Source: an optimization exercise on an open RTL-to-GDS flow (aim: a short achievable clock period and few clock cycles). Production flows keep margins and buffers that such runs may drop. Function was checked by simulation only, so behaviour that the tests miss may differ from the original. Power is estimated from default activity; no workload was simulated.

==> inputs of v17 <==
Design legv8_core, start of the top module:
module legv8_core (
  input  logic               CLOCK,
  input  logic               arst_n,
  input  legv8_pkg::instr_t  instr,
  input  legv8_pkg::xlen_t   mem_rdata,
  output legv8_pkg::xlen_t   pc,
  output legv8_pkg::xlen_t   mem_addr,
  output legv8_pkg::xlen_t   mem_wdata,
  output logic               mem_read,
  output logic               mem_write
);
  localparam int XL = 32;
  localparam int NG = 4;                  
  typedef logic [XL-1:0] word_t;
  logic [10:0] f_opc;
  logic        f_r, f_i, f_ld, f_st;
  logic        f_add, f_sub, f_and, f_or, f_xor;
  assign f_opc = instr[31:21];
  always_comb begin
    f_r  = 1'b0; f_i = 1'b0; f_ld = 1'b0; f_st = 1'b0;
    f_add = 1'b0; f_sub = 1'b0; f_and = 1'b0; f_or = 1'b0; f_xor = 1'b0;
    case (f_opc)
      legv8_pkg::OPC_ADD:  begin f_r = 1'b1; f_add = 1'b1; end
      legv8_pkg::OPC_SUB:  begin f_r = 1'b1; f_sub = 1'b1; end
      legv8_pkg::OPC_AND:  begin f_r = 1'b1; f_and = 1'b1; end
      legv8_pkg::OPC_ORR:  begin f_r = 1'b1; f_or  = 1'b1; end
      legv8_pkg::OPC_EOR:  begin f_r = 1'b1; f_xor = 1'b1; end
      legv8_pkg::OPC_LDUR: begin f_ld = 1'b1; f_add = 1'b1; end
      legv8_pkg::OPC_STUR: begin f_st = 1'b1; f_add = 1'b1; end
      default: begin
        case (f_opc[10:1])
          legv8_pkg::OPC_ADDI: begin f_i = 1'b1; f_add = 1'b1; end
          legv8_pkg::OPC_SUBI: begin f_i = 1'b1; f_sub = 1'b1; end
          legv8_pkg::OPC_ANDI: begin f_i = 1'b1; f_and = 1'b1; end
          legv8_pkg::OPC_ORRI: begin f_i = 1'b1; f_or  = 1'b1; end
          legv8_pkg::OPC_EORI: begin f_i = 1'b1; f_xor = 1'b1; end
          default: ;
        endcase
      end
    endcase
  end
  ...
export LEC_CHECK = 0
export CAP_MARGIN = 20
export CORE_MARGIN = 2
export CORE_UTILIZATION = 30
export CTS_CLUSTER_DIAMETER = 80
export CTS_CLUSTER_SIZE = 20
export PLACE_DENSITY = 0.5
export SETUP_SLACK_MARGIN = 4.0
export SLEW_MARGIN = 20
export SYNTH_HIERARCHICAL = 1
export SYNTH_MINIMUM_KEEP_SIZE = 0
create_clock -name core_clock -period 6.5 [get_ports {CLOCK}]
run.sh (not shown) runs the stock make flow with config.mk's settings and CLKGATE_MAP_FILE= SYNTH_SCRIPT=/design/flow/synth_recipe.tcl, a recipe that flattens the netlist after the stock synthesis.
==> v20: changes against v17 <==
--- a/flow/design.v
+++ b/flow/design.v
@@ -111,37 +111,39 @@
 endmodule
 module legv8_c_gen0 (input logic a, b, c, en, output logic y);
   assign y = ~(en & ((a & b) | (c & (a | b))));
 endmodule
 module legv8_esel (
   input  logic       a1, l1,              
   input  logic       b1, bl1,             
   input  logic       sub,
-  output logic [7:0] s
+  output logic [8:0] s
 );
   assign s[0] = ~a1 & ~l1;                
   assign s[1] = a1;                       
   assign s[2] = ~a1 & l1;                 
-  assign s[3] = ~b1 & ~bl1;               
+  assign s[3] = ~b1 & ~bl1 & ~sub;        
   assign s[4] = b1 & ~sub;                
   assign s[5] = b1 & sub;                 
   assign s[6] = ~b1 & bl1 & ~sub;         
   assign s[7] = ~b1 & bl1 & sub;          
+  assign s[8] = ~b1 & ~bl1 & sub;         
 endmodule
 module legv8_alu #(parameter int W = 32) (
   input  logic [W-1:0] a,
   input  logic [W-1:0] b,
   input  logic         cin,
   input  logic         arith,
   input  logic         f_and,
   input  logic         f_or,
   input  logic         f_xor,
   output logic [W-1:0] res,
   output logic [W-1:0] res_o,             
+  output logic [W-1:0] res_n,             
   output logic         cout
 );
   localparam int L = $clog2(W);
   logic [W-1:0] g [L+1];
   logic [W-1:0] t [L+1];
   logic [W-1:0] p, kx, lres;
   for (genvar i = 0; i < W; i++) begin : g_bit
     legv8_c_xor2 u_p (.a(a[i]), .b(b[i]), .y(p[i]));
@@ -169,24 +171,27 @@
         assign t[l+1][i] = 1'b0;
       end
     end
   end
   assign lres = ((a & b) & {W{f_and}}) | ((a | b) & {W{f_or}}) | (p & {W{f_xor}});
   assign kx   = arith ? p : lres;
   for (genvar i = 0; i < W; i++) begin : g_sum
     if (i == 0) begin : g_0
-      legv8_c_xor2 u_s (.a(kx[i]), .b(cin & arith), .y(res[i]));
-      legv8_c_xor2 u_o (.a(kx[i]), .b(cin & arith), .y(res_o[i]));
+      legv8_c_xor2  u_s (.a(kx[i]), .b(cin & arith), .y(res[i]));
+      legv8_c_xor2  u_o (.a(kx[i]), .b(cin & arith), .y(res_o[i]));
+      legv8_c_xnor2 u_n (.a(kx[i]), .b(cin & arith), .y(res_n[i]));
     end else if (L % 2 == 0) begin : g_n
       legv8_c_xnor2 u_s (.a(kx[i]), .b(g[L][i-1]), .y(res[i]));
       legv8_c_xnor2 u_o (.a(kx[i]), .b(g[L][i-1]), .y(res_o[i]));
+      legv8_c_xor2  u_n (.a(kx[i]), .b(g[L][i-1]), .y(res_n[i]));
     end else begin : g_p
-      legv8_c_xor2 u_s (.a(kx[i]), .b(g[L][i-1]), .y(res[i]));
-      legv8_c_xor2 u_o (.a(kx[i]), .b(g[L][i-1]), .y(res_o[i]));
+      legv8_c_xor2  u_s (.a(kx[i]), .b(g[L][i-1]), .y(res[i]));
+      legv8_c_xor2  u_o (.a(kx[i]), .b(g[L][i-1]), .y(res_o[i]));
+      legv8_c_xnor2 u_n (.a(kx[i]), .b(g[L][i-1]), .y(res_n[i]));
     end
   end
   if (L % 2 == 0) begin : g_co
     legv8_c_inv u_co (.a(g[L][W-1]), .y(cout));
   end else begin : g_cp
     assign cout = g[L][W-1];
   end
 endmodule
@@ -239,20 +244,21 @@
   logic [XL-1:2] pc_inc, pc_inc_o;
   logic [31:0] d_instr;
   logic        d_r, d_sub, d_arith, d_and, d_or, d_xor;
   logic        d_alu_wen, d_ld_wen, d_ld, d_st;
   localparam int NS = 2;                  
   localparam int NM = 4;                  
   logic [NS-1:0][30:0] d_sa, d_sb, d_sc;  
   logic [NM-1:0] d_a2, d_b2, d_c2;        
+  logic [NM-1:0] d_a2n, d_c2n;            
   logic [NM-1:0] d_bu;                    
   logic        d_a1, d_l1, d_b1, d_bl1, d_c1, d_cl1;    
-  word_t       e_a, e_bv, e_c;            
-  logic [NG-1:0][7:0] e_s;                
+  word_t       e_a, e_b, e_bn, e_c;       
+  logic [NG-1:0][8:0] e_s;                
   logic        e_cm, e_cl;                
   logic        e_arith, e_and, e_or, e_xor, e_sub;
   logic        e_alu_wen, e_ld_wen, e_ld, e_st;
   logic [4:0]  e_dst;
   word_t       m_res, m_res_n;            
   word_t       m_addr;                    
   word_t       m_wdata;
   logic        m_ld, m_st, m_wen, m_ld_sel;
@@ -314,16 +320,18 @@
     d_l1    <= d_ld_wen && d_instr[4:0] == rn;
     d_b1    <= f_r && d_alu_wen && d_instr[4:0] == rm;
     d_bl1   <= f_r && d_ld_wen && d_instr[4:0] == rm;
     d_c1    <= d_alu_wen && d_instr[4:0] == rt;
     d_cl1   <= d_ld_wen && d_instr[4:0] == rt;
     d_a2    <= f_a2;
     d_b2    <= f_b2;
     d_c2    <= f_c2;
+    d_a2n   <= ~f_a2;
+    d_c2n   <= ~f_c2;
     d_bu    <= {NM{f_r}} & ~f_b2;
   end
   logic [30:0][XL-1:0] rf;
   word_t               wb_data;
   assign wb_data = m_ld_sel ? mem_rdata : m_res;
   always_ff @(posedge CLOCK or negedge arst_n) begin
     if (!arst_n) begin
       for (int j = 0; j < 31; j++) rf[j] <= XL'(j);      
@@ -339,23 +347,23 @@
     assign ma[i] = d_a2[i / (XL / NM)];
     assign mb[i] = d_b2[i / (XL / NM)] & d_r;
     assign mc[i] = d_c2[i / (XL / NM)];
     assign mi[i] = ~d_r;
   end
   assign xa  = ~(wb_data & ma);
   assign xb  = ~((wb_data & mb) | (imm & mi));
   assign xc  = ~(wb_data & mc);
-  legv8_rd_tree #(.W(XL), .NS(NS), .NM(NM)) u_rd_a (.d(rf), .sel(d_sa), .use_n(~d_a2),
+  legv8_rd_tree #(.W(XL), .NS(NS), .NM(NM)) u_rd_a (.d(rf), .sel(d_sa), .use_n(d_a2n),
                                                     .xn(xa), .y(va));
   legv8_rd_tree #(.W(XL), .NS(NS), .NM(NM)) u_rd_b (.d(rf), .sel(d_sb), .use_n(d_bu),
                                                     .xn(xb), .y(vb));
-  legv8_rd_tree #(.W(XL), .NS(NS), .NM(NM)) u_rd_c (.d(rf), .sel(d_sc), .use_n(~d_c2),
+  legv8_rd_tree #(.W(XL), .NS(NS), .NM(NM)) u_rd_c (.d(rf), .sel(d_sc), .use_n(d_c2n),
                                                     .xn(xc), .y(vc));
-  logic [NG-1:0][7:0] d_s;
+  logic [NG-1:0][8:0] d_s;
   for (genvar g = 0; g < NG; g++) begin : g_sel
     legv8_esel u_sel (.a1(d_a1), .l1(d_l1), .b1(d_b1), .bl1(d_bl1), .sub(d_sub), .s(d_s[g]));
   end
   always_ff @(posedge CLOCK or negedge arst_n) begin
     if (!arst_n) begin
       e_alu_wen <= 1'b0;
       e_ld_wen  <= 1'b0;
       e_ld      <= 1'b0;
@@ -364,44 +372,45 @@
       e_alu_wen <= d_alu_wen;
       e_ld_wen  <= d_ld_wen;
       e_ld      <= d_ld;
       e_st      <= d_st;
     end
   end
   always_ff @(posedge CLOCK) begin
     e_a     <= va;
-    e_bv    <= vb ^ {XL{d_sub}};
+    e_b     <= vb;
+    e_bn    <= ~vb;
     e_c     <= vc;
     e_s     <= d_s;
     e_cm    <= d_c1;
     e_cl    <= ~d_c1 & d_cl1;
     e_arith <= d_arith;
     e_sub   <= d_sub;
     e_and   <= d_and;
     e_or    <= d_or;
     e_xor   <= d_xor;
     e_dst   <= d_instr[4:0];
   end
-  word_t a, b, res, res_o, sdata, mem_n, ya, yan, yb1, yb2, yb3;
+  word_t a, b, res, res_o, res_n, sdata, mem_n, ya, yan, yb1, yb2, yb3;
   for (genvar i = 0; i < XL; i++) begin : g_opnd
-    logic [7:0] s;
+    logic [8:0] s;
     assign s = e_s[i / (XL / NG)];
     legv8_c_inv   u_mn  (.a(mem_rdata[i]), .y(mem_n[i]));
     legv8_c_a22oi u_ya  (.a1(m_res[i]), .a2(s[1]), .b1(mem_rdata[i]), .b2(s[2]), .y(ya[i]));
     legv8_c_nand2 u_yan (.a(e_a[i]), .b(s[0]), .y(yan[i]));
     legv8_c_nand2 u_a   (.a(ya[i]), .b(yan[i]), .y(a[i]));
     legv8_c_a22oi u_yb1 (.a1(m_res[i]), .a2(s[4]), .b1(m_res_n[i]), .b2(s[5]), .y(yb1[i]));
     legv8_c_a22oi u_yb2 (.a1(mem_rdata[i]), .a2(s[6]), .b1(mem_n[i]), .b2(s[7]), .y(yb2[i]));
-    legv8_c_nand2 u_yb3 (.a(e_bv[i]), .b(s[3]), .y(yb3[i]));
+    legv8_c_a22oi u_yb3 (.a1(e_b[i]), .a2(s[3]), .b1(e_bn[i]), .b2(s[8]), .y(yb3[i]));
     legv8_c_nand3 u_b   (.a(yb1[i]), .b(yb2[i]), .c(yb3[i]), .y(b[i]));
   end
   legv8_alu #(.W(XL)) u_alu (
     .a(a), .b(b), .cin(e_sub), .arith(e_arith), .f_and(e_and), .f_or(e_or),
-    .f_xor(e_xor), .res(res), .res_o(res_o), .cout()
+    .f_xor(e_xor), .res(res), .res_o(res_o), .res_n(res_n), .cout()
   );
   assign sdata = e_cm ? m_res : e_cl ? mem_rdata : e_c;
   always_ff @(posedge CLOCK or negedge arst_n) begin
     if (!arst_n) begin
       m_ld  <= 1'b0;
       m_st  <= 1'b0;
       m_wen <= 1'b0;
       m_we  <= '0;
@@ -410,13 +419,13 @@
       m_st  <= e_st;
       m_wen <= e_alu_wen | e_ld_wen;
       for (int j = 0; j < 31; j++) m_we[j] <= (e_alu_wen | e_ld_wen) && e_dst == 5'(j);
     end
   end
   always_ff @(posedge CLOCK) begin
     m_res    <= res;
     m_addr   <= res_o;
-    m_res_n  <= ~res;
+    m_res_n  <= res_n;
     m_wdata  <= sdata;
     m_ld_sel <= e_ld;
   end
 endmodule
Settings changed: CORE_UTILIZATION 30 to 55, PLACE_DENSITY 0.5 to 0.72.
==> v12: changes against v17 <==
--- a/flow/design.v
+++ b/flow/design.v
@@ -111,37 +111,39 @@
 endmodule
 module legv8_c_gen0 (input logic a, b, c, en, output logic y);
   assign y = ~(en & ((a & b) | (c & (a | b))));
 endmodule
 module legv8_esel (
   input  logic       a1, l1,              
   input  logic       b1, bl1,             
   input  logic       sub,
-  output logic [7:0] s
+  output logic [8:0] s
 );
   assign s[0] = ~a1 & ~l1;                
   assign s[1] = a1;                       
   assign s[2] = ~a1 & l1;                 
-  assign s[3] = ~b1 & ~bl1;               
+  assign s[3] = ~b1 & ~bl1 & ~sub;        
   assign s[4] = b1 & ~sub;                
   assign s[5] = b1 & sub;                 
   assign s[6] = ~b1 & bl1 & ~sub;         
   assign s[7] = ~b1 & bl1 & sub;          
+  assign s[8] = ~b1 & ~bl1 & sub;         
 endmodule
 module legv8_alu #(parameter int W = 32) (
   input  logic [W-1:0] a,
   input  logic [W-1:0] b,
   input  logic         cin,
   input  logic         arith,
   input  logic         f_and,
   input  logic         f_or,
   input  logic         f_xor,
   output logic [W-1:0] res,
   output logic [W-1:0] res_o,             
+  output logic [W-1:0] res_n,             
   output logic         cout
 );
   localparam int L = $clog2(W);
   logic [W-1:0] g [L+1];
   logic [W-1:0] t [L+1];
   logic [W-1:0] p, kx, lres;
   for (genvar i = 0; i < W; i++) begin : g_bit
     legv8_c_xor2 u_p (.a(a[i]), .b(b[i]), .y(p[i]));
@@ -169,24 +171,27 @@
         assign t[l+1][i] = 1'b0;
       end
     end
   end
   assign lres = ((a & b) & {W{f_and}}) | ((a | b) & {W{f_or}}) | (p & {W{f_xor}});
   assign kx   = arith ? p : lres;
   for (genvar i = 0; i < W; i++) begin : g_sum
     if (i == 0) begin : g_0
-      legv8_c_xor2 u_s (.a(kx[i]), .b(cin & arith), .y(res[i]));
-      legv8_c_xor2 u_o (.a(kx[i]), .b(cin & arith), .y(res_o[i]));
+      legv8_c_xor2  u_s (.a(kx[i]), .b(cin & arith), .y(res[i]));
+      legv8_c_xor2  u_o (.a(kx[i]), .b(cin & arith), .y(res_o[i]));
+      legv8_c_xnor2 u_n (.a(kx[i]), .b(cin & arith), .y(res_n[i]));
     end else if (L % 2 == 0) begin : g_n
       legv8_c_xnor2 u_s (.a(kx[i]), .b(g[L][i-1]), .y(res[i]));
       legv8_c_xnor2 u_o (.a(kx[i]), .b(g[L][i-1]), .y(res_o[i]));
+      legv8_c_xor2  u_n (.a(kx[i]), .b(g[L][i-1]), .y(res_n[i]));
     end else begin : g_p
-      legv8_c_xor2 u_s (.a(kx[i]), .b(g[L][i-1]), .y(res[i]));
-      legv8_c_xor2 u_o (.a(kx[i]), .b(g[L][i-1]), .y(res_o[i]));
+      legv8_c_xor2  u_s (.a(kx[i]), .b(g[L][i-1]), .y(res[i]));
+      legv8_c_xor2  u_o (.a(kx[i]), .b(g[L][i-1]), .y(res_o[i]));
+      legv8_c_xnor2 u_n (.a(kx[i]), .b(g[L][i-1]), .y(res_n[i]));
     end
   end
   if (L % 2 == 0) begin : g_co
     legv8_c_inv u_co (.a(g[L][W-1]), .y(cout));
   end else begin : g_cp
     assign cout = g[L][W-1];
   end
 endmodule
@@ -239,20 +244,21 @@
   logic [XL-1:2] pc_inc, pc_inc_o;
   logic [31:0] d_instr;
   logic        d_r, d_sub, d_arith, d_and, d_or, d_xor;
   logic        d_alu_wen, d_ld_wen, d_ld, d_st;
   localparam int NS = 2;                  
   localparam int NM = 4;                  
   logic [NS-1:0][30:0] d_sa, d_sb, d_sc;  
   logic [NM-1:0] d_a2, d_b2, d_c2;        
+  logic [NM-1:0] d_a2n, d_c2n;            
   logic [NM-1:0] d_bu;                    
   logic        d_a1, d_l1, d_b1, d_bl1, d_c1, d_cl1;    
-  word_t       e_a, e_bv, e_c;            
-  logic [NG-1:0][7:0] e_s;                
+  word_t       e_a, e_b, e_bn, e_c;       
+  logic [NG-1:0][8:0] e_s;                
   logic        e_cm, e_cl;                
   logic        e_arith, e_and, e_or, e_xor, e_sub;
   logic        e_alu_wen, e_ld_wen, e_ld, e_st;
   logic [4:0]  e_dst;
   word_t       m_res, m_res_n;            
   word_t       m_addr;                    
   word_t       m_wdata;
   logic        m_ld, m_st, m_wen, m_ld_sel;
@@ -314,16 +320,18 @@
     d_l1    <= d_ld_wen && d_instr[4:0] == rn;
     d_b1    <= f_r && d_alu_wen && d_instr[4:0] == rm;
     d_bl1   <= f_r && d_ld_wen && d_instr[4:0] == rm;
     d_c1    <= d_alu_wen && d_instr[4:0] == rt;
     d_cl1   <= d_ld_wen && d_instr[4:0] == rt;
     d_a2    <= f_a2;
     d_b2    <= f_b2;
     d_c2    <= f_c2;
+    d_a2n   <= ~f_a2;
+    d_c2n   <= ~f_c2;
     d_bu    <= {NM{f_r}} & ~f_b2;
   end
   logic [30:0][XL-1:0] rf;
   word_t               wb_data;
   assign wb_data = m_ld_sel ? mem_rdata : m_res;
   always_ff @(posedge CLOCK or negedge arst_n) begin
     if (!arst_n) begin
       for (int j = 0; j < 31; j++) rf[j] <= XL'(j);      
@@ -339,23 +347,23 @@
     assign ma[i] = d_a2[i / (XL / NM)];
     assign mb[i] = d_b2[i / (XL / NM)] & d_r;
     assign mc[i] = d_c2[i / (XL / NM)];
     assign mi[i] = ~d_r;
   end
   assign xa  = ~(wb_data & ma);
   assign xb  = ~((wb_data & mb) | (imm & mi));
   assign xc  = ~(wb_data & mc);
-  legv8_rd_tree #(.W(XL), .NS(NS), .NM(NM)) u_rd_a (.d(rf), .sel(d_sa), .use_n(~d_a2),
+  legv8_rd_tree #(.W(XL), .NS(NS), .NM(NM)) u_rd_a (.d(rf), .sel(d_sa), .use_n(d_a2n),
                                                     .xn(xa), .y(va));
   legv8_rd_tree #(.W(XL), .NS(NS), .NM(NM)) u_rd_b (.d(rf), .sel(d_sb), .use_n(d_bu),
                                                     .xn(xb), .y(vb));
-  legv8_rd_tree #(.W(XL), .NS(NS), .NM(NM)) u_rd_c (.d(rf), .sel(d_sc), .use_n(~d_c2),
+  legv8_rd_tree #(.W(XL), .NS(NS), .NM(NM)) u_rd_c (.d(rf), .sel(d_sc), .use_n(d_c2n),
                                                     .xn(xc), .y(vc));
-  logic [NG-1:0][7:0] d_s;
+  logic [NG-1:0][8:0] d_s;
   for (genvar g = 0; g < NG; g++) begin : g_sel
     legv8_esel u_sel (.a1(d_a1), .l1(d_l1), .b1(d_b1), .bl1(d_bl1), .sub(d_sub), .s(d_s[g]));
   end
   always_ff @(posedge CLOCK or negedge arst_n) begin
     if (!arst_n) begin
       e_alu_wen <= 1'b0;
       e_ld_wen  <= 1'b0;
       e_ld      <= 1'b0;
@@ -364,44 +372,45 @@
       e_alu_wen <= d_alu_wen;
       e_ld_wen  <= d_ld_wen;
       e_ld      <= d_ld;
       e_st      <= d_st;
     end
   end
   always_ff @(posedge CLOCK) begin
     e_a     <= va;
-    e_bv    <= vb ^ {XL{d_sub}};
+    e_b     <= vb;
+    e_bn    <= ~vb;
     e_c     <= vc;
     e_s     <= d_s;
     e_cm    <= d_c1;
     e_cl    <= ~d_c1 & d_cl1;
     e_arith <= d_arith;
     e_sub   <= d_sub;
     e_and   <= d_and;
     e_or    <= d_or;
     e_xor   <= d_xor;
     e_dst   <= d_instr[4:0];
   end
-  word_t a, b, res, res_o, sdata, mem_n, ya, yan, yb1, yb2, yb3;
+  word_t a, b, res, res_o, res_n, sdata, mem_n, ya, yan, yb1, yb2, yb3;
   for (genvar i = 0; i < XL; i++) begin : g_opnd
-    logic [7:0] s;
+    logic [8:0] s;
     assign s = e_s[i / (XL / NG)];
     legv8_c_inv   u_mn  (.a(mem_rdata[i]), .y(mem_n[i]));
     legv8_c_a22oi u_ya  (.a1(m_res[i]), .a2(s[1]), .b1(mem_rdata[i]), .b2(s[2]), .y(ya[i]));
     legv8_c_nand2 u_yan (.a(e_a[i]), .b(s[0]), .y(yan[i]));
     legv8_c_nand2 u_a   (.a(ya[i]), .b(yan[i]), .y(a[i]));
     legv8_c_a22oi u_yb1 (.a1(m_res[i]), .a2(s[4]), .b1(m_res_n[i]), .b2(s[5]), .y(yb1[i]));
     legv8_c_a22oi u_yb2 (.a1(mem_rdata[i]), .a2(s[6]), .b1(mem_n[i]), .b2(s[7]), .y(yb2[i]));
-    legv8_c_nand2 u_yb3 (.a(e_bv[i]), .b(s[3]), .y(yb3[i]));
+    legv8_c_a22oi u_yb3 (.a1(e_b[i]), .a2(s[3]), .b1(e_bn[i]), .b2(s[8]), .y(yb3[i]));
     legv8_c_nand3 u_b   (.a(yb1[i]), .b(yb2[i]), .c(yb3[i]), .y(b[i]));
   end
   legv8_alu #(.W(XL)) u_alu (
     .a(a), .b(b), .cin(e_sub), .arith(e_arith), .f_and(e_and), .f_or(e_or),
-    .f_xor(e_xor), .res(res), .res_o(res_o), .cout()
+    .f_xor(e_xor), .res(res), .res_o(res_o), .res_n(res_n), .cout()
   );
   assign sdata = e_cm ? m_res : e_cl ? mem_rdata : e_c;
   always_ff @(posedge CLOCK or negedge arst_n) begin
     if (!arst_n) begin
       m_ld  <= 1'b0;
       m_st  <= 1'b0;
       m_wen <= 1'b0;
       m_we  <= '0;
@@ -410,13 +419,13 @@
       m_st  <= e_st;
       m_wen <= e_alu_wen | e_ld_wen;
       for (int j = 0; j < 31; j++) m_we[j] <= (e_alu_wen | e_ld_wen) && e_dst == 5'(j);
     end
   end
   always_ff @(posedge CLOCK) begin
     m_res    <= res;
     m_addr   <= res_o;
-    m_res_n  <= ~res;
+    m_res_n  <= res_n;
     m_wdata  <= sdata;
     m_ld_sel <= e_ld;
   end
 endmodule
Settings changed: CORE_UTILIZATION 30 to 40, PLACE_DENSITY 0.5 to 0.6, SETUP_SLACK_MARGIN 4.0 to 4.3.
==> impl_metrics.csv <==
group,metric,value,unit
timing,hold_ws,0.334,ns
cells_and_area,clock_cell_area_share,3.14,%
global_route,met3_usage,17.5,%
detailed_routing,avgViaCountPerCell,6.99,
power,p_leak,33.1,nW
cells_and_area,final-seq-area,38500,µm²
critical_path,r2r-end,"e_c[26]",
power,combPwrFrac,11.3,%
power,power_frac_clock,33.4,%
critical_path,crit_path_max_incr_delay,0.45,ns
timing,finalCritPeriodShare,40.9,%
cells_and_area,layout.cells.non_filler,10300,
worst_hold_path,min_from,"d_xor",
global_route,grt_pass1_vias,67200,
status,status,"timing/DRC/antenna clean",
timing,max_freq,0.376,GHz
worst_hold_path,min_to,"e_xor",
floorplan,dieArea,153000,µm²
The numbers above come from v20.

==> impl_metrics.csv <==
group,metric,value,unit
timing,finalCritPeriodShare,41.2,%
timing,max_freq,0.374,GHz
cells_and_area,final-seq-area,37600,µm²
worst_hold_path,min_from,"d_arith",
power,power_frac_clock,35.2,%
cells_and_area,layout.cells.non_filler,11800,
status,status,"timing/DRC/antenna clean",
critical_path,r2r-end,"e_bv[15]",
cells_and_area,clock_cell_area_share,3.41,%
global_route,grt_pass1_vias,66500,
timing,hold_ws,0.338,ns
global_route,met3_usage,5.53,%
The numbers above come from v17.

==> impl_metrics.csv <==
group,metric,value,unit
power,power_frac_clock,34.5,%
global_route,grt_pass1_vias,67700,
cells_and_area,final-seq-area,38500,µm²
timing,hold_ws,0.331,ns
power,p_leak,34.0,nW
status,status,"timing/DRC/antenna clean",
worst_hold_path,min_to,"e_xor",
critical_path,r2r-end,"e_b[24]",
global_route,met3_usage,10.1,%
floorplan,dieArea,210000,µm²
The numbers above come from v12.

Testbench counts of v17, summed over its fixed seeds: cycles 7,344.
Testbench counts of v20, summed over its fixed seeds: cycles 7,344.
Testbench counts of v12, summed over its fixed seeds: cycles 7,344.

-- re-timing with driven ports --
The flow's constraints put no driver on any port. The routed layouts listed below were extracted and timed again, unchanged, in two steps. Step 1, drivers: a clkbuf_16 drives CLOCK and a buf_2 each remaining input, both assumed. Step 2, shift: input delay + t, output delay - t, t = (earliest + latest rising clock arrival at the registers) / 2. This alone moves slack from input paths to output paths. a / b / c = ideal / step 1 / step 2; a / b = the first two.
run | t (ns) | slack for setup (ns) | worst data-port slew with drivers (ns)
v17 | 0.866 | 3.823 / 3.729 / 3.104 | 0.13
v20 | 0.843 | 3.842 / 3.753 / 3.154 | 0.17
v12 | 0.855 | 3.904 / 3.810 / 3.272 | 0.11
After both steps setup and hold are still met in every run listed. The setup slack of v17, which loses most, moves by -0.094 ns with the drivers and by -0.719 ns with both steps.
